From an optimization exercise on the open Yosys and OpenROAD flow, aimed at small area and few clock cycles; shortcuts taken in it are not production practice. RTL that was checked went through simulation tests only; none was proved equivalent to the original. Only the layout flow was run in runs 1 to 4; the RTL was not checked for function there. Power is estimated from default activity; no workload was simulated.

[config.mk]
export PLATFORM = sky130hd
export DESIGN_NAME = dmem
export DESIGN_NICKNAME = dmem
export VERILOG_FILES = /design/flow/design.v
export SDC_FILE = /design/flow/constraint.sdc
export NUM_CORES = 4
export LEC_CHECK = 0
export CAP_MARGIN = 20
export CORE_MARGIN = 2
export CORE_UTILIZATION = 40
export CTS_CLUSTER_DIAMETER = 100
export CTS_CLUSTER_SIZE = 30
export SLEW_MARGIN = 20
[constraint.sdc]
create_clock -name core_clock -period 10.0 [get_ports {clock}]
set_input_delay 2.0000 -clock core_clock [delete_from_list [all_inputs] [get_ports {clock}]]
set_output_delay 2.0000 -clock core_clock [all_outputs]
set_load 0.01 [all_outputs]
[design.v]
`default_nettype none
package dmem_pkg;
    localparam int rob_w       = 5;
    localparam int prf_w       = 6;
    localparam int cache_lines = 32;  
    localparam logic [1:0] bus_none  = 2'h0;
    localparam logic [1:0] bus_load  = 2'h1;  
    localparam logic [1:0] bus_store = 2'h2;
    localparam logic [1:0] size_byte   = 2'h0;
    localparam logic [1:0] size_half   = 2'h1;
    localparam logic [1:0] size_word   = 2'h2;
    localparam logic [1:0] size_double = 2'h3;
    typedef union packed {
        logic [15:0] word;
        struct packed {
            logic [7:0] tag;
            logic [4:0] index;
            logic [2:0] offset;
        } fields;
    } dmem_addr_t;
    function automatic logic [31:0] load_align(
        input logic [63:0] blk,
        input logic [2:0]  offset,
        input logic [1:0]  size
    );
        logic [63:0] sh;
        sh = blk >> {offset, 3'b000};
        case (size)
            size_byte: load_align = {24'h0, sh[7:0]};
            size_half: load_align = {16'h0, sh[15:0]};
            default:   load_align = sh[31:0];  
        endcase
    endfunction
    function automatic logic [31:0] load_align_nat(
        input logic [63:0] blk,
        input logic [2:0]  offset,
        input logic [1:0]  size
    );
        logic [7:0]  b0;
        logic [7:0]  b1;
        logic [15:0] hi;
        b0 = blk[{offset, 3'b000} +: 8];
        b1 = blk[{offset[2:1], 4'b1000} +: 8];
        hi = offset[2] ? blk[63:48] : blk[31:16];
        load_align_nat = {size[1] ? hi : 16'h0, size != size_byte ? b1 : 8'h0, b0};
    endfunction
endpackage
`default_nettype wire
`timescale 1ns/1ps
`default_nettype none
module lsq #(
    parameter int n  = 3,
    parameter int nf = 3
) (
    input  logic                               clock,
    input  logic                               reset,
    input  logic                               except,
    input  logic                               ld_en,
    input  logic [1:0]                         ld_size,
    input  logic [dmem_pkg::rob_w-1:0]         ld_rob_idx,
    input  logic [dmem_pkg::prf_w-1:0]         ld_prf_idx,
    input  logic                               st_en,
    input  logic [1:0]                         st_size,
    input  logic [31:0]                        st_data,
    input  logic [dmem_pkg::rob_w-1:0]         st_rob_idx,
    input  logic                               commit,
    input  logic                               alu_is_valid,
    input  logic [dmem_pkg::rob_w-1:0]         alu_rob_idx,
    input  logic [31:0]                        alu_data,
    input  logic [3:0]                         mem2proc_response,
    input  logic [63:0]                        mem2proc_data,
    input  logic [3:0]                         mem2proc_tag,
    output logic                               can_take,
    output logic                               cdb_valid_out,
    output logic [31:0]                        cdb_data_out,
    output logic [dmem_pkg::prf_w-1:0]         cdb_prf_idx_out,
    output logic [dmem_pkg::rob_w-1:0]         cdb_rob_idx_out,
    output logic [1:0]                         dmem_command,
    output logic [15:0]                        dmem_addr,
    output logic [1:0]                         dmem_size,
    output logic [63:0]                        dmem_data
);
    localparam int cw = $clog2(n + 1);
    logic [n-1:0]               e_valid;
    logic [n-1:0]               e_st;      
    logic [n-1:0]               e_ak;      
    logic [15:0]                e_addr  [n];
    logic [1:0]                 e_size  [n];
    logic [dmem_pkg::rob_w-1:0] e_rob   [n];
    logic [31:0]                e_pay   [n];  
    logic [n-1:0]               e_older [n];
    logic [cw-1:0]              credits;      
    logic [nf-1:0]              f_valid;
    logic [3:0]                 f_tag   [nf];
    logic [2:0]                 f_off   [nf];
    logic [1:0]                 f_size  [nf];
    logic [dmem_pkg::rob_w-1:0] f_rob   [nf];
    logic [dmem_pkg::prf_w-1:0] f_prf   [nf];
    logic [n-1:0] older_m [n];
    always_comb begin
        for (int e = 0; e < n; e++) older_m[e] = e_older[e] & ~(n'(1) << e);
    end
    logic flush;
    assign flush = reset || except;
    logic [n-1:0] amatch;    
    logic [n-1:0] same_blk;  
    logic         a_st;      
    logic [n-1:0] a_row;     
    always_comb begin
        a_st  = 1'b0;
        a_row = '0;
        for (int e = 0; e < n; e++) begin
            amatch[e]   = alu_is_valid && e_valid[e] && !e_ak[e] && e_rob[e] == alu_rob_idx;
            same_blk[e] = e_addr[e][15:3] == alu_data[15:3];
            if (amatch[e]) begin
                a_st  = a_st | e_st[e];
                a_row = a_row | older_m[e];
            end
        end
        a_row = a_row & (~e_ak | same_blk);
    end
    logic [nf-1:0] hit;
    logic [2:0]    r_off;
    logic [1:0]    r_size;
    always_comb begin
        r_off           = '0;
        r_size          = '0;
        cdb_prf_idx_out = '0;
        cdb_rob_idx_out = '0;
        for (int f = 0; f < nf; f++) begin
            hit[f] = f_valid[f] && f_tag[f] == mem2proc_tag;
            if (hit[f]) begin
                r_off           = r_off | f_off[f];
                r_size          = r_size | f_size[f];
                cdb_prf_idx_out = cdb_prf_idx_out | f_prf[f];
                cdb_rob_idx_out = cdb_rob_idx_out | f_rob[f];
            end
        end
    end
    assign cdb_valid_out = |hit;
    assign cdb_data_out  = dmem_pkg::load_align_nat(mem2proc_data, r_off, r_size);
    logic [n-1:0]  l_ready;
    logic [n-1:0]  ld_pick;
    logic [n-1:0]  st_head;
    logic [nf-1:0] f_free1;   
    logic          f_room;
    logic          ld_go;
    logic          byp_ok;
    logic          byp_go;
    logic          st_want;
    logic          st_go;
    logic [n-1:0]  bus_sel;
    logic          accepted;
    logic [n-1:0]  written;
    logic [n-1:0]  sent;      
    logic [nf-1:0] f_alloc;
    always_comb begin
        ld_pick = '0;
        for (int e = 0; e < n; e++) begin
            l_ready[e] = e_valid[e] && !e_st[e] && e_ak[e] && older_m[e] == '0;
            st_head[e] = e_valid[e] && e_st[e] && older_m[e] == '0;
        end
        for (int e = n - 1; e >= 0; e--) begin
            if (l_ready[e]) ld_pick = n'(1) << e;
        end
        f_free1 = '0;
        for (int f = nf - 1; f >= 0; f--) begin
            if (!f_valid[f] || hit[f]) f_free1 = nf'(1) << f;
        end
    end
    assign f_room  = !(&(f_valid & ~hit));
    assign ld_go   = |l_ready && f_room;
    assign byp_ok  = |amatch && !a_st && a_row == '0 && f_room;
    assign st_want = |st_head && (credits != '0 || commit);
    assign st_go   = st_want && !ld_go && !byp_ok;
    assign byp_go  = byp_ok && !ld_go && !st_go;
    assign bus_sel = st_go ? st_head : ld_pick;
    always_comb begin
        dmem_addr = '0;
        dmem_size = '0;
        dmem_data = '0;
        for (int e = 0; e < n; e++) begin
            if (bus_sel[e]) begin
                dmem_addr = dmem_addr | e_addr[e];
                dmem_size = dmem_size | e_size[e];
            end
            if (st_head[e]) dmem_data[31:0] = dmem_data[31:0] | e_pay[e];
        end
        if (byp_go) dmem_addr = alu_data[15:0];
    end
    assign dmem_command = st_go ? dmem_pkg::bus_store :
                          (ld_go || byp_go) ? dmem_pkg::bus_load : dmem_pkg::bus_none;
    assign accepted = mem2proc_response != 4'h0;
    assign written  = (st_go && accepted) ? st_head : '0;
    assign sent     = !accepted ? '0 : ld_go ? ld_pick : byp_go ? amatch : '0;
    assign f_alloc  = (|sent) ? f_free1 : '0;
    logic [2:0]                 m_off;
    logic [1:0]                 m_size;
    logic [dmem_pkg::rob_w-1:0] m_rob;
    logic [dmem_pkg::prf_w-1:0] m_prf;
    always_comb begin
        m_size = '0;
        m_rob  = '0;
        m_prf  = '0;
        for (int e = 0; e < n; e++) begin
            if (sent[e]) begin
                m_size = m_size | e_size[e];
                m_rob  = m_rob | e_rob[e];
                m_prf  = m_prf | e_pay[e][5:0];
            end
        end
        m_off = dmem_addr[2:0];
    end
    logic [n-1:0] alloc;
    logic [n-1:0] valid_nx;
    always_comb begin
        alloc = '0;
        for (int e = n - 1; e >= 0; e--) begin
            if (!e_valid[e]) alloc = n'(1) << e;
        end
        if (!(ld_en || st_en)) alloc = '0;
        valid_nx = (e_valid | alloc) & ~(written | sent);
    end
    always_ff @(posedge clock) begin
        if (flush) begin
            e_valid  <= '0;
            f_valid  <= '0;
            credits  <= '0;
            can_take <= 1'b1;
        end else begin
            e_valid  <= valid_nx;
            f_valid  <= (f_valid & ~hit) | f_alloc;   
            credits  <= credits + cw'(commit) - cw'(|written);
            can_take <= !(&valid_nx);
        end
    end
    always_ff @(posedge clock) begin
        for (int f = 0; f < nf; f++) begin
            if (f_alloc[f]) begin
                f_tag[f]  <= mem2proc_response;
                f_off[f]  <= m_off;
                f_size[f] <= m_size;
                f_rob[f]  <= m_rob;
                f_prf[f]  <= m_prf;
            end
        end
        for (int e = 0; e < n; e++) begin
            e_older[e] <= older_m[e] & ~written;
            if (amatch[e]) begin
                e_ak[e]   <= 1'b1;
                e_addr[e] <= alu_data[15:0];
                if (!e_st[e]) e_older[e] <= a_row & ~written;
            end
            if (a_st && !e_st[e] && e_ak[e]) begin
                e_older[e] <= older_m[e] & ~written & ~(amatch & ~{n{same_blk[e]}});
            end
            if (alloc[e]) begin
                e_st[e]    <= st_en;
                e_ak[e]    <= 1'b0;
                e_size[e]  <= ld_en ? ld_size : st_size;
                e_rob[e]   <= ld_en ? ld_rob_idx : st_rob_idx;
                e_pay[e]   <= ld_en ? {26'h0, ld_prf_idx} : st_data;
                e_older[e] <= e_valid & e_st & ~written;
            end
        end
    end
endmodule
`default_nettype wire
`timescale 1ns/1ps
`default_nettype none
module dmem #(
    parameter int lsq_size = 8
) (
    input  logic                               clock,
    input  logic                               reset,
    input  logic                               except,
    input  logic                               ld_en,
    input  logic [1:0]                         ld_size,
    input  logic [dmem_pkg::rob_w-1:0]         ld_rob_idx,
    input  logic [dmem_pkg::prf_w-1:0]         ld_prf_idx,
    input  logic                               st_en,
    input  logic [1:0]                         st_size,
    input  logic [31:0]                        st_data,
    input  logic [dmem_pkg::rob_w-1:0]         st_rob_idx,
    input  logic                               commit,
    input  logic                               alu_is_valid,
    input  logic [dmem_pkg::rob_w-1:0]         alu_rob_idx,
    input  logic [31:0]                        alu_data,
    input  logic [3:0]                         mem2proc_response,  
    input  logic [63:0]                        mem2proc_data,
    input  logic [3:0]                         mem2proc_tag,
    output logic [$clog2(lsq_size):0]          lsq_num_free,
    output logic                               cdb_valid_out,
    output logic [31:0]                        cdb_data_out,
    output logic [dmem_pkg::prf_w-1:0]         cdb_prf_idx_out,
    output logic [dmem_pkg::rob_w-1:0]         cdb_rob_idx_out,
    output logic [1:0]                         dmem_command,
    output logic [15:0]                        dmem_addr,
    output logic [1:0]                         dmem_size,
    output logic [63:0]                        dmem_data
);
    logic can_take;
    lsq lsq_inst (
        .clock, .reset, .except,
        .ld_en, .ld_size, .ld_rob_idx, .ld_prf_idx,
        .st_en, .st_size, .st_data, .st_rob_idx,
        .commit,
        .alu_is_valid, .alu_rob_idx, .alu_data,
        .mem2proc_response, .mem2proc_data, .mem2proc_tag,
        .can_take,
        .cdb_valid_out, .cdb_data_out, .cdb_prf_idx_out, .cdb_rob_idx_out,
        .dmem_command, .dmem_addr, .dmem_size, .dmem_data
    );
    assign lsq_num_free = {{$clog2(lsq_size){1'b0}}, can_take};
endmodule
`default_nettype wire
[flow/run.sh]
#!/bin/bash
# The standard layout, with the smallest buffer on every port instead of the
# resizer's default pick. Each tool's output stays in the logs ORFS writes
# under orfs/logs/; make's own output goes to flow_make.log.
set -euo pipefail
export BUFFER_PORTS_ARGS="-buffer_cell sky130_fd_sc_hd__buf_1"
bash standard.sh > flow_make.log 2>&1
[standard.sh]
#!/bin/bash
# synth_recipe.tcl (not shown) runs the flow's synth.tcl, then flattens the netlist and writes it again
# the make line also repeats each setting of config.mk as NAME=value (left out here)
make -C /OpenROAD-flow-scripts/flow DESIGN_CONFIG=/design/flow/config.mk WORK_HOME=/design/flow/orfs CLKGATE_MAP_FILE= SYNTH_SCRIPT=/design/flow/synth_recipe.tcl "${@:-finish}"
==> summary.txt, run 1 <==
GRT
In the global route stage, overall resource usage came out at 18.73%. The first-pass GRT wire length is 44500 um. The largest net degree at the start of global routing is 45. The number of antenna violations at the first check in global routing is 3. The via count of the first global-routing pass came to 7866. Global routing finished with a remaining overflow of 0.

Synthesis
After synthesis the cells add up to 0.01168 mm2. For this run, asynchronously set or reset flops after synthesis account for 0%. The number of flops mapped to enable cells by yosys is 228. The post-synthesis cell type with the largest combined area is edfxtp_1.

Each instance of the synthesized netlist takes up on average 12.55 um2. Sequential elements use 61.69% of the synthesized area. The instance count of the mapped netlist is 931.

The most used flip-flop cell after synthesis is edfxtp_1. The distinct cell type count of the synthesized netlist is 56. During synthesis, Yosys emitted a total of 12 warnings. Ranked by total cell area, the synthesized netlist is headed by edfxtp_1 59%, nand2_1 3.7%, a22oi_1 3.5%. The area share of the largest cell type after synthesis is 58.61%. Counting flops and latches in the post-synthesis netlist gives 246.

Die
After floorplanning, the core was sized to cover 0.02870 mm2. The initial utilization of the core area, before any placement, comes to 40.70%. Measured along the x axis, the die boundary spans 174.9 um. For this design the top-level I/O count stands at 300.

The overall die height is 174.9 um. The die covers 0.03059 mm2. The cell row count is 62.

Critical path
The critical path in this run is classified as input pin to output pin. The maximum fanout encountered on the critical timing path is 18. The arrival time of the worst setup path is 5930 ps. The worst setup path is launched from an input pin. For the worst setup path, the data required time is 8000 ps. The worst setup slack for register-to-register paths is 5550 ps. The endpoint kind of the worst setup timing path is an output pin.

Routing
After detailed routing, the number of vias per cell comes to 5.203. For this run, design rule violations remaining after detail routing come to 0. Detailed routing inserted a total of 8101 vias. The violation count after the first detailed-route iteration is 556. Wires add up to 29440 um.

In this run the remaining antenna-violating nets after routing total 0. The first-pass iteration count of the detailed router is 8. The detailed-route wire length per cell is 18.91 um.

STA
Dividing the final minimum period by the clock period gives 79.32%. Once routing completed, OpenROAD measured the worst setup slack at 2068 ps. Across the routed clock network, the largest skew measured is 13.39 ps. In the final timing run, aggregate negative setup slack is 0 ps. The worst path in the final design needs a cycle of 7932 ps, including I/O delays and setup.

The number of hold-slack violations in the final timing report is 0. Static timing analysis puts the maximum clock frequency at 126.1 MHz. The max-slew violation total from the final report is 0. The transition at the pin with the smallest max-transition slack is 1008 ps. The worst pin sits at a relative slew slack of 32.66%. Setup violations remaining at the end of the flow were counted as 0. Setup repair after global routing left no endpoint under its margin.

Clock network
TritonCTS built the clock tree. The tree built by TritonCTS fans out to 246 sinks. The maximum root-to-sink buffer count is 3.

The tree is rooted in a clkbuf_16. The H-tree depth is 1. The total setup buffers inserted after CTS is 0. Counting the buffers created by CTS gives 12.

The count of cells resized by post-cts repair is 0. After clock tree synthesis, the clock-pin slew on the worst setup and hold paths is 110 ps. The clock latency at the later pin of the worst-skew pair is 480 ps. The number of buffers added to fix hold violations after cts is 0.

Min path
The path category of the worst min-delay check is register to register.

Placement
At the end of routability-driven placement, the weighted congestion stood at 0.9134. Before CTS, the worst setup slack after placement is 1996 ps. Buffers placed on the I/O ports in this run total 248. The post-DP HPWL is 20800 um.

Cells and area
After the last flow step, the layout net total stands at 1334. Compared with the post-synthesis result, the final layout area differs by 13.96%. The ratio of cells with drive above 1 in the final layout is 6.752%. Leaving out fill and tap cells, the most frequent cell in the layout is buf_1. Leaving out fill and tap cells, the most frequent cells in the layout are 247 x buf_1, 228 x edfxtp_1, 115 x nand2_1.

Power and ir drop
The post-layout total power is 1.865 mW. The reported leakage power is 4.555 nW. The fraction of power consumed by sequential logic is 62.6%. Combinational logic burns 7.4% of the power. The switching power total is 414.8 uW.

VDD sags by at most 0.1271 mV. The fraction of power consumed by the clock network is 30.0%. Internal power comes to 1.450 mW. Net switching is 22.24% of the power. For this design the ratio of total power to cell area is 140.1 mW/mm2.

Status
The run finished with no timing, DRC or antenna violations.

Job
The number of maximum-capacitance violations is 0.
==> worst paths after layout <==
check / cells after the start / startpoint / to
setup / recovery: 12 / alu_rob_idx[2] / dmem_addr[0]
hold / removal: 2 / lsq_inst.credits[1] / lsq_inst.credits[1]
setup reg to reg: 10 / lsq_inst.e_rob[2][2] / lsq_inst.f_rob[1][3]
hold reg to reg: 2 / lsq_inst.credits[1] / lsq_inst.credits[1]
==> layout make-up <==
class | count | area, um2
Sequential cell | 246 | 7207
Clock inverter | 3 | 32.53
Clock buffer | 17 | 340.3
Fill cell | 2706 | 15390
Multi-Input combinational cell | 590 | 4001
Timing Repair Buffer | 265 | 1060
Tap cell | 384 | 480.5
Antenna cell | 3 | 7.507
Inverter | 49 | 183.9
==> stage by stage <==
stage / hold WS, ps / utilization (%) / std cells / cell area (um2)
global placement: 504.2 / 45.06 / 1534 / 12930
CTS: 540.8 / 46.36 / 1554 / 13310
finish: 530.3 / 46.38 / 1557 / 13310
global route: 597.6 / 46.36 / 1555 / 13310
detailed placement: 509.1 / 45.06 / 1534 / 12930
floorplan: 478.4 / - / 965 / 11810
==> synthesized netlist by cell type (all sizes together), types with 13 or more instances <==
| master | number |
|---|---|
| nand4 | 13 |
| clkbuf | 31 |
| edfxtp | 228 |
| a222oi | 28 |
| dfxtp | 18 |
| nor2b | 30 |
| buf | 49 |
| o21ai | 25 |
| o211ai | 26 |
| xor2 | 25 |
| a22oi | 56 |
| nand2 | 115 |
| nor3 | 13 |
| nor2 | 52 |
| mux2i | 26 |
| inv | 49 |
| xnor2 | 43 |
| mux2 | 30 |
==> power by group through the flow <==
stage,Combinational (mW),Sequential [mW],Clock (mW)
after detailed placement,0.140,1.19,0
after floorplan,0.0892,1.19,0
final,0.138,1.17,0.559
after CTS,0.141,1.17,0.575
after global placement,0.138,1.19,0
after global routing,0.155,1.17,0.608
==> critical path, stage by stage <==
cell,delay [ps]
buf_1,200
xnor2_1,160
nand4_1,220
nor4_4,780
buf_4,370
a22oi_1,130
o21a_1,220
and4_4,250
o31ai_4,840
a22oi_1,200
o211ai_1,310
buf_1,240
==> state kept, by name, indices dropped and copies added, names as in the netlist, 9 cells and up <==
register	flops
lsq_inst.f_tag	12
lsq_inst.f_rob	15
lsq_inst.e_pay	96
lsq_inst.e_addr	48
lsq_inst.f_off	9
lsq_inst.f_prf	18
lsq_inst.e_rob	15
==> kinds of logic (layout without fill, tap and decap cells) <==
logic type      count (synthesis)  after routing  share of synthesized area (%)
flops                         246            246                          61.69
compound gates                168            168                          11.45
simple gates                  261            261                          10.84
fa+ha+maj                       2              2                         0.2142
mux                            56             56                          5.119
other cells                     1             38                        0.03210
xor+xnor                       68             68                          5.098
buf+inv                       129            334                          5.559
==> routing by layer <==
layer	routed length, um	track usage, %	up-vias
li1	-	-	3855
met1	11910	23.50	3882
met2	14720	33.05	328
met3	2072	3.547	36
met4	731	5.208	0
met5	0	0	-
==> run 2, diff against run 1 <==
--- a/config.mk
+++ b/config.mk
@@ -8,6 +8,6 @@
 export CAP_MARGIN = 20
 export CORE_MARGIN = 2
 export CORE_UTILIZATION = 40
-export CTS_CLUSTER_DIAMETER = 100
-export CTS_CLUSTER_SIZE = 30
+export CTS_CLUSTER_DIAMETER = 60
+export CTS_CLUSTER_SIZE = 25
 export SLEW_MARGIN = 20
==> run 2 against run 1 <==
Against the previous run: still clean on timing, DRC and antenna; non-clock buffer count stayed put; sequential power about the same; fmax about the same; synthesized cell count unchanged; worst setup slack lost 2.5 ps; combinational power about the same; flip-flop and latch count is the same; global-route usage grew 0.11 points; count of clock-buffer cells in the layout increased by 2; die area unchanged; utilization grew 1.1 points; critical path type unchanged; highest routed layer unchanged.
==> summary.txt, run 2 <==
Synthesis
The async set-reset flop share out of synthesis came to 0% (unchanged). The area share of the largest cell type after synthesis is 58.61% (unchanged). In the synthesized netlist, the cells that appear most often are 228 x edfxtp_1, 115 x nand2_1, 55 x a22oi_1. The total number of yosys warnings is 12 (unchanged). The summed instance area of the synthesized netlist was 0.01168 mm2 (unchanged).

The number of register bits inferred by synthesis came to 246 (unchanged). Among all cell types in the netlist, the one instantiated most often is edfxtp_1. The post-synthesis cell type with the largest combined area is edfxtp_1.

The most used flip-flop cell after synthesis is edfxtp_1. The mean post-synth cell area is 12.55 um2 (unchanged). The part of the Yosys area used for sequential elements is 61.69% (unchanged). The distinct cell type count of the synthesized netlist is 56 (unchanged). The instance count of the mapped netlist is 931 (unchanged).

The number of flops mapped to enable cells by yosys was 228 (unchanged). In the post-synthesis netlist, the biggest area contributors are edfxtp_1 59%, nand2_1 3.7%, a22oi_1 3.5%.

Critical path
The endpoint of the lowest-slack register-to-register path is lsq_inst.f_prf[1][5]. The number of buffer and inverter instances along the worst setup path came to 3 (unchanged). The path depth of the worst reg2reg path is 10 (unchanged). In this run the critical register-to-register path is launched from lsq_inst.e_rob[2][2]. The critical path is of the input pin to output pin type. The required time of the worst setup path was 8000 ps (about the same). STA classifies the critical path startpoint as an input pin. The worst setup slack for register-to-register paths is 5580 ps (+30 ps).

The kind of cell with the highest combined delay along the critical path is compound AO/OA/AOI/OAI gates. The arrival time of the worst setup path is 5930 ps (about the same). The worst stage delay on the critical path is 860 ps (+20 ps). The critical path's slowest cell is o31ai_4. The endpoint kind of the worst setup timing path is an output pin. Traced cell by cell, the critical path runs through buf_1 > xnor2_1 > nand4_1 > nor4_4 > buf_4 > a22oi_1 > o21a_1 > and4_4 > o31ai_4 > a22oi_1 > o211ai_1 > buf_1. The critical path ends at dmem_addr[0].

The start point of the critical path is alu_rob_idx[2]. The maximum fanout encountered on the critical timing path is 18 (unchanged). The instance count on the critical path is 12 (unchanged).

Placement
The number of buffers added on ports is 248 (unchanged). The global placement routability congestion is 0.9134 (unchanged). The instance area at placement is 0.01293 mm2 (unchanged). The cell count after placement is 1534 (unchanged). The post-DP HPWL is 20800 um (unchanged). The worst setup slack before clock tree synthesis is 1996 ps (unchanged).

Cells and area
The most common cell after layout, fill and taps aside is buf_1. Relative to the synthesized area, the layout overhead comes to 16.64%. The core occupancy in the finished layout is 47.48% (+1.1 points). The number of standard cells in the final layout excluding fillers came to 1570 (+0.83%). The ratio of cells with drive above 1 in the final layout is 8.030% (+1.3 points). The library cells used most frequently in the layout, excluding fill and tap cells, are 247 x buf_1, 228 x edfxtp_1, 115 x nand2_1.

The largest registers in the layout are lsq_inst.e_pay x96, lsq_inst.e_addr x48, lsq_inst.f_prf x18. The summed area of non-filler cells in the final layout is 0.01363 mm2 (+2.4%). The number of flip-flops in the largest register is 96 (unchanged). Ranked by flip-flop count, first place goes to lsq_inst.e_pay. The net count reported at finish was 1341 (+0.52%).

STA
The worst-case clock skew is 16.63 ps (+3.245 ps). The transition at the pin with the smallest max-transition slack is 1009 ps (+1.062 ps). The normalized max-slew margin is 32.59% (-0.071 points).

The final period utilization is 79.35% (about the same). The number of hold-slack violations in the final timing report is 0 (unchanged). The worst hold margin was 521.4 ps (-8.942 ps). The number of setup violations in the final report is 0 (unchanged). Setup repair after global routing left no endpoint under its margin. The max-slew violation total from the final report was 0 (unchanged). The final critical-path required period came to 7935 ps (+2.460 ps).

The highest clock frequency the design can meet was 126.0 MHz (about the same). The smallest setup slack after layout is 2065 ps (-2.460 ps). The setup total negative slack is 0 ps (unchanged).

Clock network
The count of cells resized by post-cts repair is 0 (unchanged). The clock latency at the later pin of the worst-skew pair is 500 ps (+20 ps). The maximum root-to-sink buffer count is 3 (unchanged). The clock input transition at the sequential cells of the worst setup and hold paths is 70 ps (-40 ps). The CTS tree is yes. The number of buffers added to fix hold violations after cts was 0 (unchanged).

The number of CTS-inserted buffers is 19 (+7). The number of sinks on the clock net is 246 (unchanged). Clock tree synthesis selected as its root buffer the cell clkbuf_16. The H-tree depth is 1 (unchanged). The total setup buffers inserted after CTS is 0 (unchanged).

Routing
The detailed-route wire length per cell is 18.86 um (-0.27%). The number of routed nets with antenna violations is 0 (unchanged). The violation count after the first detailed-route iteration is 601 (+8.1%). The DRC violation count after routing is 0 (unchanged).

The first-pass iteration count of the detailed router is 6 (-2). The total via count in the routed design was 8084 (-0.21%). The vias per cell came to 5.149 (-1.0%). The routed wire length is 29610 um (+0.57%).

Die
The cell row count was 62 (unchanged). The area of the core is 0.02870 mm2 (unchanged). The I/O pin count is 300 (unchanged). The overall die height is 174.9 um (unchanged). The width of the die is 174.9 um (unchanged).

The die area is 0.03059 mm2 (unchanged). The initial core utilization is 40.70% (unchanged).

GRT
The largest net degree at the start of global routing is 45 (unchanged). The number of antenna violations at the first check in global routing is 3 (unchanged). The via count of the first global-routing pass is 7929 (+0.80%). The remaining global-route overflow came to 0 (unchanged).

The first-pass GRT wire length is 44770 um (+0.60%). The total global-route track usage is 18.84% (+0.11 points).

Min path
In this run the worst hold path is classified as register to register. The number of cells on the worst hold path is 2 (unchanged).

Power and ir drop
The post-layout total power is 2.126 mW (+14%). The areal power density over the cells is 156.0 mW/mm2 (+11%). The worst vdd rail ir drop is 0.1976 mV (+55%). The reported leakage power is 4.711 nW (+3.4%).

Job
The number of maximum-capacitance violations was 0 (unchanged).

Status
The run finished with no timing, DRC or antenna violations.
-- run 2: cells by family (layout without fill, tap and decap cells) --
group / count (synthesis) / after routing / synth area share [%]
buf+inv: 129 / 347 / 5.559
mux: 56 / 56 / 5.119
other cells: 1 / 38 / 0.03210
xor+xnor: 68 / 68 / 5.098
compound gates: 168 / 168 / 11.45
simple gates: 261 / 261 / 10.84
fa+ha+maj: 2 / 2 / 0.2142
flops: 246 / 246 / 61.69
-- run 2: per-layer routing --
metal  part of all wire [%]  track usage (%)  vias to the layer above
li1                       -                -                     3881
met1                     41            23.67                     3822
met2                     49            32.72                      331
met3                    7.1            3.721                       50
met4                    2.9            6.042                        0
met5                      0                0                        -
-- run 2: worst min-delay path by stage --
| stage | start | endpoint | slack [ps] |
|---|---|---|---|
| after floorplan | lsq_inst.credits[1] | lsq_inst.credits[1] | 480 |
| after global placement | lsq_inst.credits[1] | lsq_inst.credits[1] | 500 |
| after detailed placement | lsq_inst.credits[1] | lsq_inst.credits[1] | 510 |
| after CTS | lsq_inst.credits[1] | lsq_inst.credits[1] | 530 |
| after global routing | lsq_inst.credits[1] | lsq_inst.credits[1] | 590 |
| final | lsq_inst.credits[1] | lsq_inst.credits[1] | 520 |
-- run 2: area by class of cell --
class	count	area (um2)
fill	2690	15080
antenna	3	7.507
clock buffer	19	475.5
tap	384	480.5
inverter	49	183.9
timing repair buffer	265	1060
clock inverter	14	211.5
sequential	246	7207
multi-input combinational	590	4001
-- run 2: report_power, final --
group	switching (mW)	internal [mW]
logic	0.0869	0.0514
registers	0.0153	1.15
clock network	0.393	0.427
-- run 2: tightest hold or removal path: stages, from the launching register on --
cell and delay [ps]:
dfxtp_1 340, xnor2_1 80, nor2_1 70
==> run 3, diff against run 2 <==
--- a/config.mk
+++ b/config.mk
@@ -7,7 +7,7 @@
 export LEC_CHECK = 0
 export CAP_MARGIN = 20
 export CORE_MARGIN = 2
-export CORE_UTILIZATION = 40
-export CTS_CLUSTER_DIAMETER = 60
+export CORE_UTILIZATION = 70
+export CTS_CLUSTER_DIAMETER = 100
 export CTS_CLUSTER_SIZE = 25
 export SLEW_MARGIN = 20
==> run 3 against run 2 <==
Against the previous run: still clean on timing, DRC and antenna; global-route usage grew 9.8 points; via count grew 2.6%; final area decreased by 3.8%; worst setup slack better by 17 ps; critical path depth stayed put; synthesized cell count unchanged; sequential share of layout area grew 2.1 points.
==> summary.txt, run 3 <==
Status
The flow ran to the end and the layout has no timing, DRC or antenna violations.

STA
Setup repair after global routing left no endpoint under its margin. The worst-case clock skew came to 12.50 ps (-4.134 ps). The final period utilization came to 79.18% (-0.17 points).

The number of setup violations in the final report is 0 (unchanged). The normalized max-slew margin is 32.80% (+0.21 points). The setup total negative slack is 0 ps (unchanged). The transition at the pin with the smallest max-transition slack is 1006 ps (-3.113 ps). The smallest setup slack after layout is 2082 ps (+16.60 ps).

The highest clock frequency the design can meet is 126.3 MHz (+0.21%). The max-slew violation total from the final report is 0 (unchanged). The number of hold-slack violations in the final timing report came to 0 (unchanged).

The final critical-path required period came to 7918 ps (-16.60 ps).

Die
The initial core utilization is 70.95% (+30 points). The I/O pin count is 300 (unchanged). The width of the die came to 133.2 um (-24%). The cell row count is 47 (-24%). The area of the core was 0.01647 mm2 (-43%).

The die area was 0.01774 mm2 (-42%). The overall die height is 133.2 um (-24%).

Synthesis
The share of synthesized area spent on multiplexers was 5.119% (unchanged). The part of the Yosys area used for sequential elements is 61.69% (unchanged). After synthesis, the largest family of logic cells by area is compound AO/OA/AOI/OAI gates.

The number of flops mapped to enable cells by yosys is 228 (unchanged). The area fraction in and, or, nand and nor cells after synthesis is 10.84% (unchanged). The xor/xnor share of the synthesized area came to 5.098% (unchanged). In the synthesized netlist, the cells that appear most often are 228 x edfxtp_1, 115 x nand2_1, 55 x a22oi_1. The mean post-synth cell area is 12.55 um2 (unchanged). Yosys attributes the largest share of cell area to edfxtp_1 59%, nand2_1 3.7%, a22oi_1 3.5%. The summed instance area of the synthesized netlist was 0.01168 mm2 (unchanged). The post-synthesis cell type with the largest combined area is edfxtp_1. The synthesized-area fraction occupied by ao, oa, aoi and oai cells was 11.45% (unchanged). The adder and majority cell fraction of the synthesized area is 0.2142% (unchanged). The leading register cell type out of synthesis is edfxtp_1. The instance count of the mapped netlist came to 931 (unchanged). The most common cell in the synthesized netlist is edfxtp_1. The total number of yosys warnings came to 12 (unchanged).

The async set-reset flop share out of synthesis is 0% (unchanged). The number of register bits inferred by synthesis came to 246 (unchanged). The distinct cell type count of the synthesized netlist came to 56 (unchanged). The area share of the largest cell type after synthesis was 58.61% (unchanged).

Placement
The cell count after placement was 1369 (-11%). The global placement routability congestion was 0.9327 (+2.1%). The worst setup slack before clock tree synthesis is 2113 ps (+117.1 ps). The post-DP HPWL is 18040 um (-13%).

The instance area at placement is 0.01271 mm2 (-1.7%). The number of buffers added on ports is 248 (unchanged).

Clock network
The clock root buffer master is clkbuf_16. The maximum root-to-sink buffer count is 3 (unchanged). The number of CTS-inserted buffers is 13 (-6). TritonCTS built the clock tree. The number of sinks on the clock net was 246 (unchanged). The total setup buffers inserted after CTS came to 0 (unchanged). The H-tree depth is 1 (unchanged).

The count of cells resized by post-cts repair is 0 (unchanged). The clock input transition at the sequential cells of the worst setup and hold paths came to 90 ps (+20 ps). The clock latency at the later pin of the worst-skew pair is 480 ps (-20 ps). The number of buffers added to fix hold violations after cts is 0 (unchanged).

Cells and area
The number of flip-flops in the largest register was 96 (unchanged). The ratio of cells with drive above 1 in the final layout is 6.405% (-1.6 points). The net count reported at finish is 1334 (-0.52%).

The count of fill cells added during filler insertion is 1036 (-61%). The summed area of non-filler cells in the final layout is 0.01310 mm2 (-3.8%). The most common cell after layout, fill and taps aside is buf_1. The signed area change from the synthesized netlist to the final layout is 12.16%. The core occupancy in the finished layout is 79.57% (+32 points).

The register with the most flip-flops in the final layout is lsq_inst.e_pay. The number of standard cells in the final layout excluding fillers is 1392 (-11%). In the final layout, the registers with the most flip-flops are lsq_inst.e_pay x96, lsq_inst.e_addr x48, lsq_inst.f_prf x18. Leaving out fill and tap cells, the most frequent cells in the layout are 247 x buf_1, 228 x edfxtp_1, 115 x nand2_1.

Critical path
The endpoint of the lowest-slack register-to-register path is lsq_inst.f_tag[0][0]. The start point of the critical path is alu_rob_idx[2]. Following the worst setup path forward leads to its endpoint at dmem_addr[0]. The path depth of the worst reg2reg path came to 11 (+1). The endpoint kind of the worst setup timing path is an output pin. The maximum fanout encountered on the critical timing path is 18 (unchanged). The required time of the worst setup path is 8000 ps (about the same). The startpoint of the worst register-to-register path is lsq_inst.e_rob[2][2]. STA classifies the critical path startpoint as an input pin. The worst setup slack for register-to-register paths is 5450 ps (-130 ps). The critical setup path kind is input pin to output pin.

The arrival time of the worst setup path is 5920 ps (about the same).

Routing
The total via count in the routed design is 8294 (+2.6%). The vias per cell is 5.958 (+16%). The first-pass iteration count of the detailed router was 10 (+4). The routed wire length is 26260 um (-11%). The DRC violation count after routing is 0 (unchanged). The number of routed nets with antenna violations is 0 (unchanged).

The violation count after the first detailed-route iteration was 916 (+52%). The detailed-route wire length per cell is 18.86 um (about the same).

GRT
The first-pass GRT wire length is 40030 um (-11%). The remaining global-route overflow is 0 (unchanged). The total global-route track usage is 28.67% (+9.8 points).

The via count of the first global-routing pass came to 7750 (-2.3%). The largest net degree at the start of global routing came to 42 (-6.7%). The number of antenna violations at the first check in global routing was 2 (-1).

Power and ir drop
The reported leakage power is 4.560 nW (-3.2%). The areal power density over the cells is 142.4 mW/mm2 (-8.7%). The worst vdd rail ir drop is 0.1465 mV (-26%).

Job
The number of maximum-capacitance violations is 0 (unchanged).

Min path
The path category of the worst min-delay check is register to register.
[run 3: cell types whose count changed in the layout (fill, tap and decap cells not counted), sizes merged]
cell / delta
clkbuf: +2
inv: -4
diode: -2
buf: -1
clkinv: -7
bufinv: -2
[run 3: per-stage QoR]
step                hold WS (ps)  power, mW
detailed placement         498.9      1.326
global route               586.7      1.924
global placement           497.8      1.321
CTS                        526.4      1.871
finish                     522.2      1.865
floorplan                  478.4      1.276
[run 3: routing by layer]
layer  routed length, um  GRT usage, %
met3                2270         5.023
met1               10110         37.87
met4                 626         8.038
met2               13240         49.71
met5                  13             0
[run 3: power breakdown]
group	leakage, nW	internal, mW	switching, mW
sequential	2.31	1.15	0.0166
combinational	2.07	0.0512	0.0835
clock	0.185	0.264	0.298
total	4.56	1.47	0.398
[run 3: kinds of logic after synthesis]
logic type | count (synthesis)
AND/OR/NAND/NOR | 261
flip-flops | 246
AO/OA/AOI/OAI | 168
buffers and inverters | 129
XOR/XNOR | 68
multiplexers | 56
adder cells (fa/ha/maj) | 2
other | 1
[run 3: worst min path at each step]
stage / cells past startpoint / endpoint / slack (ps) / start
6_report: 2 / lsq_inst.credits[1] / 520 / lsq_inst.credits[1]
5_1_grt: 2 / lsq_inst.credits[1] / 590 / lsq_inst.credits[1]
4_1_cts: 2 / lsq_inst.credits[1] / 530 / lsq_inst.credits[1]
3_5_place_dp: 2 / lsq_inst.credits[1] / 500 / lsq_inst.credits[1]
3_3_place_gp: 2 / lsq_inst.credits[1] / 500 / lsq_inst.credits[1]
2_1_floorplan: 2 / lsq_inst.credits[1] / 480 / lsq_inst.credits[1]
[run 3: worst max-delay path: stages]
cell,delay (ps)
buf_1,240
xnor2_1,170
nand4_1,200
nor4_4,780
buf_4,350
a22oi_1,110
a21o_1,240
and4_4,250
o31ai_4,840
a22oi_1,250
o211ai_1,270
buf_1,200
[run 3: final cells by class]
type / instances / area (um2) / share of cell area [%]
multi-input cells: 590 / 3996 / 30.50
clock buffers: 21 / 376.6 / 2.874
diodes: 1 / 2.502 / 0.01910
inverters: 49 / 183.9 / 1.404
well taps: 220 / 275.3 / 2.101
flip-flops and latches: 246 / 7207 / 55.00
clock inverters: 1 / 8.758 / 0.06684
repair buffers: 264 / 1052 / 8.031
==> run 4, diff against run 3 <==
--- a/config.mk
+++ b/config.mk
@@ -7,7 +7,7 @@
 export LEC_CHECK = 0
 export CAP_MARGIN = 20
 export CORE_MARGIN = 2
-export CORE_UTILIZATION = 70
+export CORE_UTILIZATION = 60
 export CTS_CLUSTER_DIAMETER = 100
-export CTS_CLUSTER_SIZE = 25
+export CTS_CLUSTER_SIZE = 20
 export SLEW_MARGIN = 20
==> run 4 against run 3 <==
Against the previous run: total power is 4.3% higher; utilization is 11 points lower; routed wire length is 0.64% higher; die area is 16% higher; fmax is 2.5% higher; sequential share of layout area is 0.62 points lower; final area is 1.1% higher; critical path type unchanged; largest cell class unchanged.
==> summary.txt, run 4 <==
Status
The flow ran to the end and the layout has no timing, DRC or antenna violations.

Clock network
The H-tree depth came to 1 (unchanged). The count of cells resized by post-cts repair was 0 (unchanged). The number of CTS-inserted buffers is 16 (+3). The clock latency at the later pin of the worst-skew pair came to 490 ps (about the same). The tree is rooted in a clkbuf_16.

The number of sinks on the clock net is 246 (unchanged). The number of buffers added to fix hold violations after cts is 0 (unchanged). The clock input transition at the sequential cells of the worst setup and hold paths is 80 ps (about the same). The maximum root-to-sink buffer count is 3 (unchanged). The total setup buffers inserted after CTS is 0 (unchanged). TritonCTS built the clock tree.

Min path
The hold path startpoint is lsq_inst.credits[1]. In this run the worst hold path is classified as register to register.

Power and ir drop
The fraction of power consumed by sequential logic is 60.0% (-2.7 points). The areal power density over the cells is 146.8 mW/mm2 (+3.1%). The cell-internal power is 1.525 mW (+4.0%). The switching fraction of total power is 21.60% (+0.26 points). The fraction of power consumed by the clock network is 33.0% (+2.9 points). The post-layout total power was 1.945 mW (+4.3%). The worst vdd rail ir drop came to 0.1753 mV (+20%).

The share of power burned in combinational logic is 6.9% (-0.3 points). The reported leakage power was 4.598 nW (+0.83%). The switching power total is 420.2 uW (+5.6%).

Cells and area
The ratio of cells with drive above 1 in the final layout is 6.633% (+0.23 points). The signed area change from the synthesized netlist to the final layout is 13.44%. The core occupancy in the finished layout was 68.77% (-11 points). More flip-flops sit in one register than any other, and that register is lsq_inst.e_pay. The net count reported at finish is 1336 (+0.15%). The largest registers in the layout are lsq_inst.e_pay x96, lsq_inst.e_addr x48, lsq_inst.f_prf x18. The count of fill cells added during filler insertion is 1493 (+44%). The most common cell after layout, fill and taps aside is buf_1. The number of flip-flops in the largest register is 96 (unchanged). In the layout the commonest cells are 247 x buf_1, 228 x edfxtp_1, 115 x nand2_1.

Placement
The worst setup slack before clock tree synthesis is 2262 ps (+149.5 ps). The number of buffers added on ports came to 248 (unchanged). The global placement routability congestion is 0.9302 (-0.27%).

The post-DP HPWL is 17980 um (-0.35%).

STA
The setup total negative slack is 0 ps (unchanged). The highest clock frequency the design can meet came to 129.5 MHz (+2.5%). Setup repair after global routing left no endpoint under its margin.

The final period utilization came to 77.24% (-1.9 points). The worst-case clock skew is 17.22 ps (+4.719 ps). The transition at the pin with the smallest max-transition slack is 1038 ps (+32.44 ps).

The number of hold-slack violations in the final timing report is 0 (unchanged). The smallest setup slack after layout is 2276 ps (+194.2 ps). The number of setup violations in the final report is 0 (unchanged).

The max-slew violation total from the final report came to 0 (unchanged). The worst hold margin is 527.6 ps (+5.332 ps). The normalized max-slew margin was 30.80% (-2.0 points). The final critical-path required period is 7724 ps (-194.2 ps).

Die
The I/O pin count is 300 (unchanged). The cell row count is 51 (+8.5%). The die area is 0.02060 mm2 (+16%). The area of the core was 0.01927 mm2 (+17%). The width of the die was 143.5 um (+7.8%). The overall die height came to 143.5 um (+7.8%).

The initial core utilization was 60.62% (-10 points).

Routing
The sum of met3 wire segment lengths after detailed routing is 2081 um (-8.3%). The violation count after the first detailed-route iteration is 557 (-39%). Signal routing reaches up to met5.

The detailed-route wire length per cell is 18.32 um (-2.8%). The number of routed nets with antenna violations was 0 (unchanged). The vias per cell came to 5.627 (-5.6%). The wire length on met2 came to 13200 um (-0.29%). The first-pass iteration count of the detailed router came to 6 (-4). The total via count in the routed design is 8114 (-2.2%). The routed wire length is 26420 um (+0.64%). The DRC violation count after routing is 0 (unchanged). The wire length on met1 is 10670 um (+5.6%).

Synthesis
By area the synthesized netlist is led by edfxtp_1 59%, nand2_1 3.7%, a22oi_1 3.5%. The mean post-synth cell area is 12.55 um2 (unchanged). By instance count, the leading cell after synthesis is edfxtp_1.

The leading register cell type out of synthesis is edfxtp_1. The number of register bits inferred by synthesis is 246 (unchanged). The instance count of the mapped netlist is 931 (unchanged).

The part of the Yosys area used for sequential elements is 61.69% (unchanged). The summed instance area of the synthesized netlist is 0.01168 mm2 (unchanged). The area share of the largest cell type after synthesis is 58.61% (unchanged). The biggest area contributor in the post-synthesis netlist is edfxtp_1. The async set-reset flop share out of synthesis is 0% (unchanged). The number of flops mapped to enable cells by yosys was 228 (unchanged). The distinct cell type count of the synthesized netlist is 56 (unchanged). The total number of yosys warnings is 12 (unchanged). Ranked by instance count, the synthesized netlist is headed by 228 x edfxtp_1, 115 x nand2_1, 55 x a22oi_1.

Critical path
The type of origin of the critical path is an input pin. The maximum fanout encountered on the critical timing path was 18 (unchanged). STA classifies the critical path endpoint as an output pin. The setup path with the least slack is of type input pin to output pin. The startpoint of the worst register-to-register path is lsq_inst.e_rob[2][3].

The required time of the worst setup path is 8000 ps (about the same). The arrival time of the worst setup path was 5720 ps (-200 ps). Tracing the worst setup path back leads to its startpoint at alu_rob_idx[4].

GRT
The via count of the first global-routing pass is 7403 (-4.5%). The total global-route track usage is 24.79% (-3.9 points). The number of antenna violations at the first check in global routing is 2 (unchanged).

The remaining global-route overflow came to 0 (unchanged). The largest net degree at the start of global routing came to 42 (unchanged). The first-pass GRT wire length is 39410 um (-1.6%).

Job
The number of maximum-capacitance violations is 0 (unchanged).
==> run 4: metal layers <==
layer / track usage [%] / vias to the layer above
met5: 0 / -
met4: 6.192 / 2
met3: 4.199 / 35
met2: 42.38 / 343
met1: 33.32 / 3877
li1: - / 3857
==> run 4: cells by family (layout without fill, tap and decap cells) <==
logic type | Yosys count | in the layout | share of synthesized area [%]
other | 1 | 36 | 0.03210
buffers and inverters | 129 | 340 | 5.559
AND/OR/NAND/NOR | 261 | 261 | 10.84
multiplexers | 56 | 56 | 5.119
flip-flops | 246 | 246 | 61.69
XOR/XNOR | 68 | 68 | 5.098
AO/OA/AOI/OAI | 168 | 168 | 11.45
adder cells (fa/ha/maj) | 2 | 2 | 0.2142
==> run 4: final cells by class <==
| class | instances | area (um2) | share of cell area (%) |
|---|---|---|---|
| Sequential cell | 246 | 7207 | 54.38 |
| Tap cell | 265 | 331.6 | 2.502 |
| Timing Repair Buffer | 263 | 1045 | 7.883 |
| Clock buffer | 27 | 462.9 | 3.493 |
| Antenna cell | 1 | 2.502 | 0.01888 |
| Inverter | 49 | 183.9 | 1.388 |
| Clock inverter | 1 | 16.27 | 0.1227 |
| Multi-Input combinational cell | 590 | 4004 | 30.21 |
==> run 4: critical path, cell delays in order <==
cell	delay [ps]
buf_1	210
xnor2_1	160
nand4_1	200
nor4_4	810
buf_4	380
inv_1	140
a31oi_2	240
and4_4	360
nor2_1	90
a22oi_4	620
o211ai_1	300
buf_1	190
==> run 4: path summary, 6_finish.rpt <==
path,endpoint,slack (ps),cells past startpoint
setup reg to reg,lsq_inst.f_rob[0][0],5460,11
hold / removal,lsq_inst.credits[1],530,2
setup / recovery,dmem_addr[0],2280,12
hold reg to reg,lsq_inst.credits[1],530,2
==> run 4: power by group through the flow <==
stage / clock, mW / combinational, mW / sequential (mW)
3_5_place_dp: 0 / 0.135 / 1.19
3_3_place_gp: 0 / 0.133 / 1.19
5_1_grt: 0.686 / 0.151 / 1.17
2_1_floorplan: 0 / 0.0892 / 1.19
6_report: 0.643 / 0.135 / 1.17
4_1_cts: 0.658 / 0.136 / 1.17
==> run 4: metrics by stage <==
stage | std cells | cell area [um2]
6_report | 1442 | 13250
4_1_cts | 1441 | 13250
3_3_place_gp | 1413 | 12770
2_1_floorplan | 965 | 11810
3_5_place_dp | 1413 | 12770
5_1_grt | 1442 | 13250
==> run 5, diff against run 4 <==
--- a/design.v
+++ b/design.v
@@ -259,7 +259,7 @@
                 e_ak[e]    <= 1'b0;
                 e_size[e]  <= ld_en ? ld_size : st_size;
                 e_rob[e]   <= ld_en ? ld_rob_idx : st_rob_idx;
-                e_pay[e]   <= ld_en ? {26'h0, ld_prf_idx} : st_data;
+                e_pay[e]   <= {st_data[31:6], ld_en ? ld_prf_idx : st_data[5:0]};
                 e_older[e] <= e_valid & e_st & ~written;
             end
         end
--- a/config.mk
+++ b/config.mk
@@ -5,9 +5,10 @@
 export SDC_FILE = /design/flow/constraint.sdc
 export NUM_CORES = 4
 export LEC_CHECK = 0
+export ABC_AREA = 1
 export CAP_MARGIN = 20
 export CORE_MARGIN = 2
-export CORE_UTILIZATION = 60
+export CORE_UTILIZATION = 40
 export CTS_CLUSTER_DIAMETER = 100
 export CTS_CLUSTER_SIZE = 20
 export SLEW_MARGIN = 20
==> run 5 against run 4 <==
Against the previous run: cell count up 39%; largest power group unchanged; final area rose by 7.8%; total power increased by 2.9%; routed wire length rose by 25%; highest routed layer unchanged; still clean; clock skew is 2.6 ps lower; flip-flop and latch count stayed put.
==> summary.txt, run 5 <==
Clock network
The number of sinks on the clock net is 246 (unchanged). The count of cells resized by post-cts repair was 0 (unchanged). The clock latency at the later pin of the worst-skew pair came to 490 ps (about the same). The number of CTS-inserted buffers is 16 (unchanged). The clock input transition at the sequential cells of the worst setup and hold paths was 70 ps (about the same). The number of buffers added to fix hold violations after cts was 0 (unchanged). TritonCTS built the clock tree. The clock root buffer master is clkbuf_16. The total setup buffers inserted after CTS is 0 (unchanged).

The H-tree depth is 1 (unchanged). The maximum root-to-sink buffer count is 3 (unchanged).

Synthesis
The async set-reset flop share out of synthesis is 0% (unchanged). In the post-synthesis netlist, the biggest area contributors are edfxtp_1 54%, nand2_1 12%, inv_1 4.1%. The number of flops mapped to enable cells by yosys is 228 (unchanged). The number of register bits inferred by synthesis was 246 (unchanged).

The part of the Yosys area used for sequential elements was 57.27% (-4.4 points). The mean post-synth cell area is 9.198 um2 (-27%). The distinct cell type count of the synthesized netlist is 53 (-5.4%). The total number of yosys warnings is 12 (unchanged). Summed over all instances, the cell type with the most area after synthesis is edfxtp_1.

The commonest cells after synthesis are 405 x nand2_1, 228 x edfxtp_1, 137 x inv_1. By instance count, the leading cell after synthesis is nand2_1. The area share of the largest cell type after synthesis is 54.41% (-4.2 points). The instance count of the mapped netlist was 1368 (+47%). The summed instance area of the synthesized netlist is 0.01258 mm2 (+7.7%). The leading register cell type out of synthesis is edfxtp_1.

Die
The initial core utilization was 40.92% (-20 points). The overall die height is 181.4 um (+26%). The die area is 0.03289 mm2 (+60%).

The I/O pin count was 300 (unchanged). The cell row count came to 64 (+25%). The width of the die is 181.4 um (+26%). The area of the core is 0.03075 mm2 (+60%).

GRT
The total global-route track usage is 19.76% (-5.0 points). The first-pass GRT wire length is 50900 um (+29%). The via count of the first global-routing pass is 9407 (+27%).

The largest net degree at the start of global routing came to 46 (+9.5%). The number of antenna violations at the first check in global routing came to 3 (+1). The remaining global-route overflow is 0 (unchanged).

Cells and area
The ratio of cells with drive above 1 in the final layout is 6.939% (+0.31 points). Leaving out fill and tap cells, the most frequent cells in the layout are 405 x nand2_1, 248 x buf_1, 228 x edfxtp_1. The largest registers in the layout are lsq_inst.e_pay x96, lsq_inst.e_addr x48, lsq_inst.f_prf x18.

The number of flip-flops in the largest register is 96 (unchanged). More flip-flops sit in one register than any other, and that register is lsq_inst.e_pay. The signed area change from the synthesized netlist to the final layout is 13.49% (about the same). The number of standard cells in the final layout excluding fillers is 2011 (+39%).

The core occupancy in the finished layout came to 46.44% (-22 points). The net count reported at finish is 1774 (+33%). The most common cell after layout, fill and taps aside is nand2_1.

Power and ir drop
The worst vdd rail ir drop is 0.1223 mV (-30%). The areal power density over the cells is 140.2 mW/mm2 (-4.5%). The post-layout total power is 2.002 mW (+2.9%).

The reported leakage power is 5.784 nW (+26%).

Min path
The worst hold path belongs to the class register to register.

STA
The max-slew violation total from the final report is 0 (unchanged). The final critical-path required period came to 7401 ps (-323.0 ps). The transition at the pin with the smallest max-transition slack was 929.4 ps (-108.6 ps). The normalized max-slew margin came to 37.97% (+7.2 points). Setup repair after global routing left no endpoint under its margin. The setup total negative slack is 0 ps (unchanged). The number of setup violations in the final report is 0 (unchanged). The highest clock frequency the design can meet is 135.1 MHz (+4.4%). The worst-case clock skew is 14.57 ps (-2.647 ps).

The final period utilization is 74.01% (-3.2 points). The number of hold-slack violations in the final timing report is 0 (unchanged).

Routing
The total via count in the routed design is 9971 (+23%). The routed wire length is 33160 um (+25%). The vias per cell is 4.958 (-12%). The DRC violation count after routing is 0 (unchanged). The first-pass iteration count of the detailed router is 5 (-1).

The violation count after the first detailed-route iteration is 503 (-9.7%). The number of routed nets with antenna violations is 0 (unchanged). The detailed-route wire length per cell is 16.49 um (-10%).

Critical path
The required time of the worst setup path is 8000 ps (about the same). The arrival time of the worst setup path is 5400 ps (-320 ps). The worst setup path is captured at an output pin.

The maximum fanout encountered on the critical timing path is 45 (+27). The critical path in this run is classified as input pin to output pin. The type of origin of the critical path is an input pin.

Job
The number of maximum-capacitance violations came to 0 (unchanged).

Placement
The global placement routability congestion is 0.8573 (-7.8%). The number of buffers added on ports came to 248 (unchanged). The cell count after placement is 1982 (+40%).

The post-DP HPWL is 23460 um (+31%).

Status
The flow ran to the end and the layout has no timing, DRC or antenna violations.
run 5: area by class of cell:
type	instances	area [um2]
flip-flops and latches	246	7207
fillers	2959	16470
clock buffers	26	459.2
inverters	158	603.1
diodes	1	2.502
repair buffers	256	991.0
multi-input cells	926	4482
clock inverters	2	41.29
well taps	396	495.5
run 5: worst max-delay path, cell delays in order:
cell and delay, ps:
buf_1 240, xor2_1 110, nor2_1 120, nand2_1 120, nor2_2 640, nand2_1 90
and3_1 430, inv_2 610, o21ai_0 200, a21oi_1 310, a21oi_1 100, a21oi_1 230
buf_1 180
run 5: final timing paths:
check	endpoint	from	depth (start not counted)	slack (ps)
hold reg to reg	lsq_inst.e_ak[1]	lsq_inst.e_ak[1]	2	530
setup reg to reg	lsq_inst.f_prf[1][5]	lsq_inst.e_ak[2]	11	6190
hold / removal	lsq_inst.e_ak[1]	lsq_inst.e_ak[1]	2	530
setup / recovery	cdb_data_out[6]	mem2proc_tag[2]	13	2600
run 5: kinds of logic (layout without fill, tap and decap cells):
group | count (synthesis) | in the layout | synth area share (%)
mux | 13 | 13 | 1.163
buf+inv | 230 | 442 | 8.283
simple gates | 699 | 699 | 24.27
other cells | 1 | 36 | 0.02980
xor+xnor | 18 | 18 | 1.253
flops | 246 | 246 | 57.27
compound gates | 159 | 159 | 7.527
fa+ha+maj | 2 | 2 | 0.1988
run 5: power by group:
group	switching (mW)	internal, mW
clock	0.328	0.346
combinational	0.109	0.0522
sequential	0.0157	1.15
total	0.452	1.55
run 5: per-stage QoR:
stage | instance area [um2] | setup slack (ps) | hold WS [ps]
2_1_floorplan | 12710 | 4017 | 465.2
3_3_place_gp | 13780 | 2669 | 502.8
3_5_place_dp | 13780 | 2592 | 514.8
5_1_grt | 14280 | 2208 | 559.4
4_1_cts | 14280 | 2586 | 528.8
6_report | 14280 | 2599 | 532.0
run 5: routing by layer:
metal	global-route usage, %	wire length, um
met4	5.593	871
met5	0	27
met1	24.03	13740
met2	35.86	16380
met3	3.487	2136
Testbench counts of run 5, summed over its fixed seeds: cycles 47,076.
==> run 6, diff against run 5 <==
--- a/config.mk
+++ b/config.mk
@@ -5,7 +5,6 @@
 export SDC_FILE = /design/flow/constraint.sdc
 export NUM_CORES = 4
 export LEC_CHECK = 0
-export ABC_AREA = 1
 export CAP_MARGIN = 20
 export CORE_MARGIN = 2
 export CORE_UTILIZATION = 40
==> run 6 against run 5 <==
Against the previous run: still clean on timing, DRC and antenna; final area down 7.6%; total power decreased by 3.0%; synthesized cell count decreased by 34%; count of clock-buffer cells in the layout is 1 higher; routed wire length decreased by 13%; combinational power fell by 18%; critical path type unchanged; critical endpoint is now dmem_addr[0]; largest power group unchanged.
==> summary.txt, run 6 <==
Power and ir drop
The post-layout total power is 1.942 mW (-3.0%). The switching power total is 421.2 uW (-6.8%). The cell-internal power is 1.521 mW (-1.9%). The reported leakage power is 4.468 nW (-23%).

The switching fraction of total power is 21.69% (-0.89 points). The share of power burned in combinational logic is 6.8% (-1.2 points). The fraction of power consumed by sequential logic was 60.0% (+1.7 points). The worst vdd rail ir drop is 0.1936 mV (+58%).

The fraction of power consumed by the clock network is 33.2% (-0.4 points). The areal power density over the cells is 147.1 mW/mm2 (+5.0%).

STA
The smallest setup slack after layout is 1824 ps (-775.5 ps). Setup repair after global routing left no endpoint under its margin. The worst-case clock skew is 16.01 ps (+1.440 ps). The setup total negative slack is 0 ps (unchanged). The transition at the pin with the smallest max-transition slack is 1047 ps (+117.2 ps).

The final period utilization is 81.76% (+7.8 points). The normalized max-slew margin is 29.81% (-8.2 points). The number of hold-slack violations in the final timing report was 0 (unchanged).

The worst hold margin is 521.2 ps (-10.74 ps). The number of setup violations in the final report is 0 (unchanged). The highest clock frequency the design can meet came to 122.3 MHz (-9.5%).

The max-slew violation total from the final report is 0 (unchanged). The final critical-path required period was 8176 ps (+775.5 ps).

Synthesis
The commonest cells after synthesis are 228 x edfxtp_1, 117 x nand2_1, 64 x nor2_1. The area share of the largest cell type after synthesis is 59.84% (+5.4 points). The post-synthesis cell type with the largest combined area is edfxtp_1.

The distinct cell type count of the synthesized netlist came to 57 (+7.5%). The total number of yosys warnings is 12 (unchanged). The async set-reset flop share out of synthesis is 0% (unchanged).

The mean post-synth cell area came to 12.67 um2 (+38%). In the post-synthesis netlist, the cell with the most instances is edfxtp_1. The instance count of the mapped netlist is 903 (-34%). The number of register bits inferred by synthesis is 246 (unchanged). After synthesis, the cell types taking the most area are edfxtp_1 60%, nand2_1 3.8%, a22oi_1 3.3%. Among all flip-flop cells after synthesis, the most frequent one is edfxtp_1. The part of the Yosys area used for sequential elements came to 62.99% (+5.7 points). The number of flops mapped to enable cells by yosys is 228 (unchanged). The summed instance area of the synthesized netlist is 0.01144 mm2 (-9.1%).

Cells and area
The core occupancy in the finished layout is 47.12% (+0.68 points). The area occupied by registers is 0.007207 mm2 (unchanged). The number of flip-flops in the largest register is 96 (unchanged). The summed area of non-filler cells in the final layout was 0.01320 mm2 (-7.6%). The net count reported at finish was 1316 (-26%). The number of standard cells in the final layout excluding fillers is 1534 (-24%). The number of inserted diodes is 0 (-1).

In the layout the commonest cells are 248 x buf_1, 228 x edfxtp_1, 117 x nand2_1. The ratio of cells with drive above 1 in the final layout came to 8.304% (+1.4 points). The signed area change from the synthesized netlist to the final layout is 15.37%. The most common cell after layout, fill and taps aside is buf_1. The multi-input combinational cell area came to 0.003812 mm2 (-15%). The count of fill cells added during filler insertion is 2614 (-12%). The largest registers in the layout are lsq_inst.e_pay x96, lsq_inst.e_addr x48, lsq_inst.f_prf x18.

Ranked by flip-flop count, first place goes to lsq_inst.e_pay.

GRT
The via count of the first global-routing pass is 7981 (-15%). The met2 usage in global routing came to 33.42% (-2.4 points). The total global-route track usage is 18.78% (-0.98 points). The remaining global-route overflow is 0 (unchanged). The first-pass GRT wire length is 44390 um (-13%).

The layer flagged by global routing as most heavily used is met2. The number of antenna violations at the first check in global routing is 2 (-1). The met3 usage is 4.222% (+0.73 points).

The met1 layer usage reported by global route is 22.61% (-1.4 points). The largest net degree at the start of global routing is 36 (-22%).

Placement
The cell count after placement is 1506 (-24%). The number of buffers added on ports is 248 (unchanged). The post-DP HPWL is 20320 um (-13%). The instance area at placement is 0.01272 mm2 (-7.7%). The global placement routability congestion is 0.8881 (+3.6%).

The worst setup slack before clock tree synthesis is 1783 ps (-809.2 ps).

Clock network
The total setup buffers inserted after CTS is 0 (unchanged). The count of cells resized by post-cts repair is 0 (unchanged). The maximum root-to-sink buffer count came to 3 (unchanged). The number of sinks on the clock net is 246 (unchanged).

The number of buffers added to fix hold violations after cts is 0 (unchanged). The H-tree depth was 1 (unchanged). The clock root buffer master is clkbuf_16. The clock latency at the later pin of the worst-skew pair came to 490 ps (about the same).

The clock input transition at the sequential cells of the worst setup and hold paths is 90 ps (+20 ps). The number of CTS-inserted buffers came to 16 (unchanged). The CTS tree is yes.

Critical path
The worst stage delay on the critical path is 850 ps (+210 ps). The worst setup path is of the input pin to output pin kind. The maximum fanout encountered on the critical timing path is 18 (-60%).

The critical path goes through buf_1 > xnor2_1 > nand4_1 > nor4_4 > buf_4 > o31ai_1 > a221oi_4 > a21oi_2 > o2bb2ai_2 > nand2_1 > a31oi_1 > buf_1. The arrival time of the worst setup path is 6180 ps (+780 ps). Counting stages on the worst path, the most repeated cell is buf_1.

The critical path's slowest cell is o2bb2ai_2. STA classifies the critical path endpoint as an output pin. The worst setup path is launched from an input pin. The required time of the worst setup path is 8000 ps (about the same).

Min path
The worst hold path belongs to the class register to register.

Routing
The number of routed nets with antenna violations is 0 (unchanged). The detailed-route wire length per cell came to 18.85 um (+14%). The violation count after the first detailed-route iteration was 552 (+9.7%). The first-pass iteration count of the detailed router is 8 (+3). The vias per cell was 5.199 (+4.9%). The DRC violation count after routing is 0 (unchanged). The total via count in the routed design came to 7976 (-20%). The routed wire length was 28910 um (-13%).

Die
The width of the die was 173.1 um (-4.5%). The initial core utilization came to 40.85% (-0.077 points). The I/O pin count is 300 (unchanged).

The area of the core is 0.02801 mm2 (-8.9%). The cell row count was 61 (-4.7%). The die area was 0.02997 mm2 (-8.9%). The overall die height is 173.1 um (-4.5%).

Job
The number of maximum-capacitance violations is 0 (unchanged).

Status
The flow ran to the end and the layout has no timing, DRC or antenna violations.
-- run 6: layout make-up --
| cell class | count | share of cell area [%] |
|---|---|---|
| sequential | 246 | 54.60 |
| multi-input combinational | 576 | 28.88 |
| timing repair buffer | 269 | 8.247 |
| tap | 378 | 3.583 |
| clock buffer | 27 | 3.507 |
| inverter | 37 | 1.052 |
| clock inverter | 1 | 0.1232 |
-- run 6: worst paths after layout --
| path | from | to | slack (ps) | cells past startpoint |
|---|---|---|---|---|
| setup / recovery | alu_rob_idx[2] | dmem_addr[0] | 1820 | 12 |
| hold / removal | lsq_inst.f_valid[0] | lsq_inst.f_valid[0] | 520 | 2 |
| setup reg to reg | lsq_inst.e_rob[2][3] | lsq_inst.f_prf[1][0] | 5510 | 11 |
| hold reg to reg | lsq_inst.f_valid[0] | lsq_inst.f_valid[0] | 520 | 2 |
-- run 6: routing by layer --
metal / wire (um) / share of wire, %
met4: 846 / 2.9
met2: 14440 / 50
met5: 26 / 0.090
met3: 2415 / 8.4
met1: 11190 / 39
-- run 6: power by group through the flow --
stage	Sequential, mW	Combinational [mW]	Clock [mW]
2_1_floorplan	1.19	0.0819	0
3_3_place_gp	1.19	0.131	0
3_5_place_dp	1.19	0.133	0
4_1_cts	1.16	0.134	0.665
5_1_grt	1.17	0.147	0.699
6_report	1.17	0.132	0.645
-- run 6: worst max-delay path: cells and delay by family --
family | cells | cell delay [ps]
AO/OA/AOI/OAI | 5 | 2050
XOR/XNOR | 1 | 160
buffers and inverters | 3 | 840
AND/OR/NAND/NOR | 3 | 1100
-- run 6: kinds of logic (layout without fill, tap and decap cells) --
group	after synthesis	count (layout)	synth area share [%]
xor+xnor	68	68	5.206
buf+inv	115	334	5.195
simple gates	252	252	9.963
flops	246	246	62.99
mux	51	51	4.790
other cells	1	35	0.03278
compound gates	168	168	11.60
fa+ha+maj	2	2	0.2187

## re-timing with driven ports
How much do the figures lean on ideal ports? The routed layouts below were timed once more, with nothing changed but the port constraints.
Step 1 assumes that a clkbuf_16 drives the clock port and a buf_2 every other input.
Step 2 times the ports against the registers' clock, not the clock port: input delays grow and output delays shrink by t, the midpoint of the rising clock arrivals with the driver on.
a / b / c = ideal ports / drivers / drivers and shift; a / b = the first two.
run	shift t [ns]	setup slack, ns	worst setup path at the end	latest minus earliest clock arrival (ns)	worst data-port slew with drivers (ns)
run 1	0.522	2.068 / 2.046 / 2.046	input to output	0.014 / 0.013	0.09
run 2	0.540	2.065 / 2.043 / 2.043	input to output	0.017 / 0.017	0.09
run 3	0.519	2.082 / 2.058 / 2.058	input to output	0.016 / 0.016	0.07
run 4	0.524	2.276 / 2.253 / 2.253	input to output	0.020 / 0.020	0.08
run 5	0.534	2.599 / 2.576 / 2.576	input to output	0.014 / 0.015	0.07
run 6	0.526	1.824 / 1.797 / 1.797	input to output	0.016 / 0.017	0.07
After both steps every run listed still meets setup and hold. The setup slack of run 6, which loses most, moves by -0.027 ns with the drivers and by -0.027 ns with both steps.
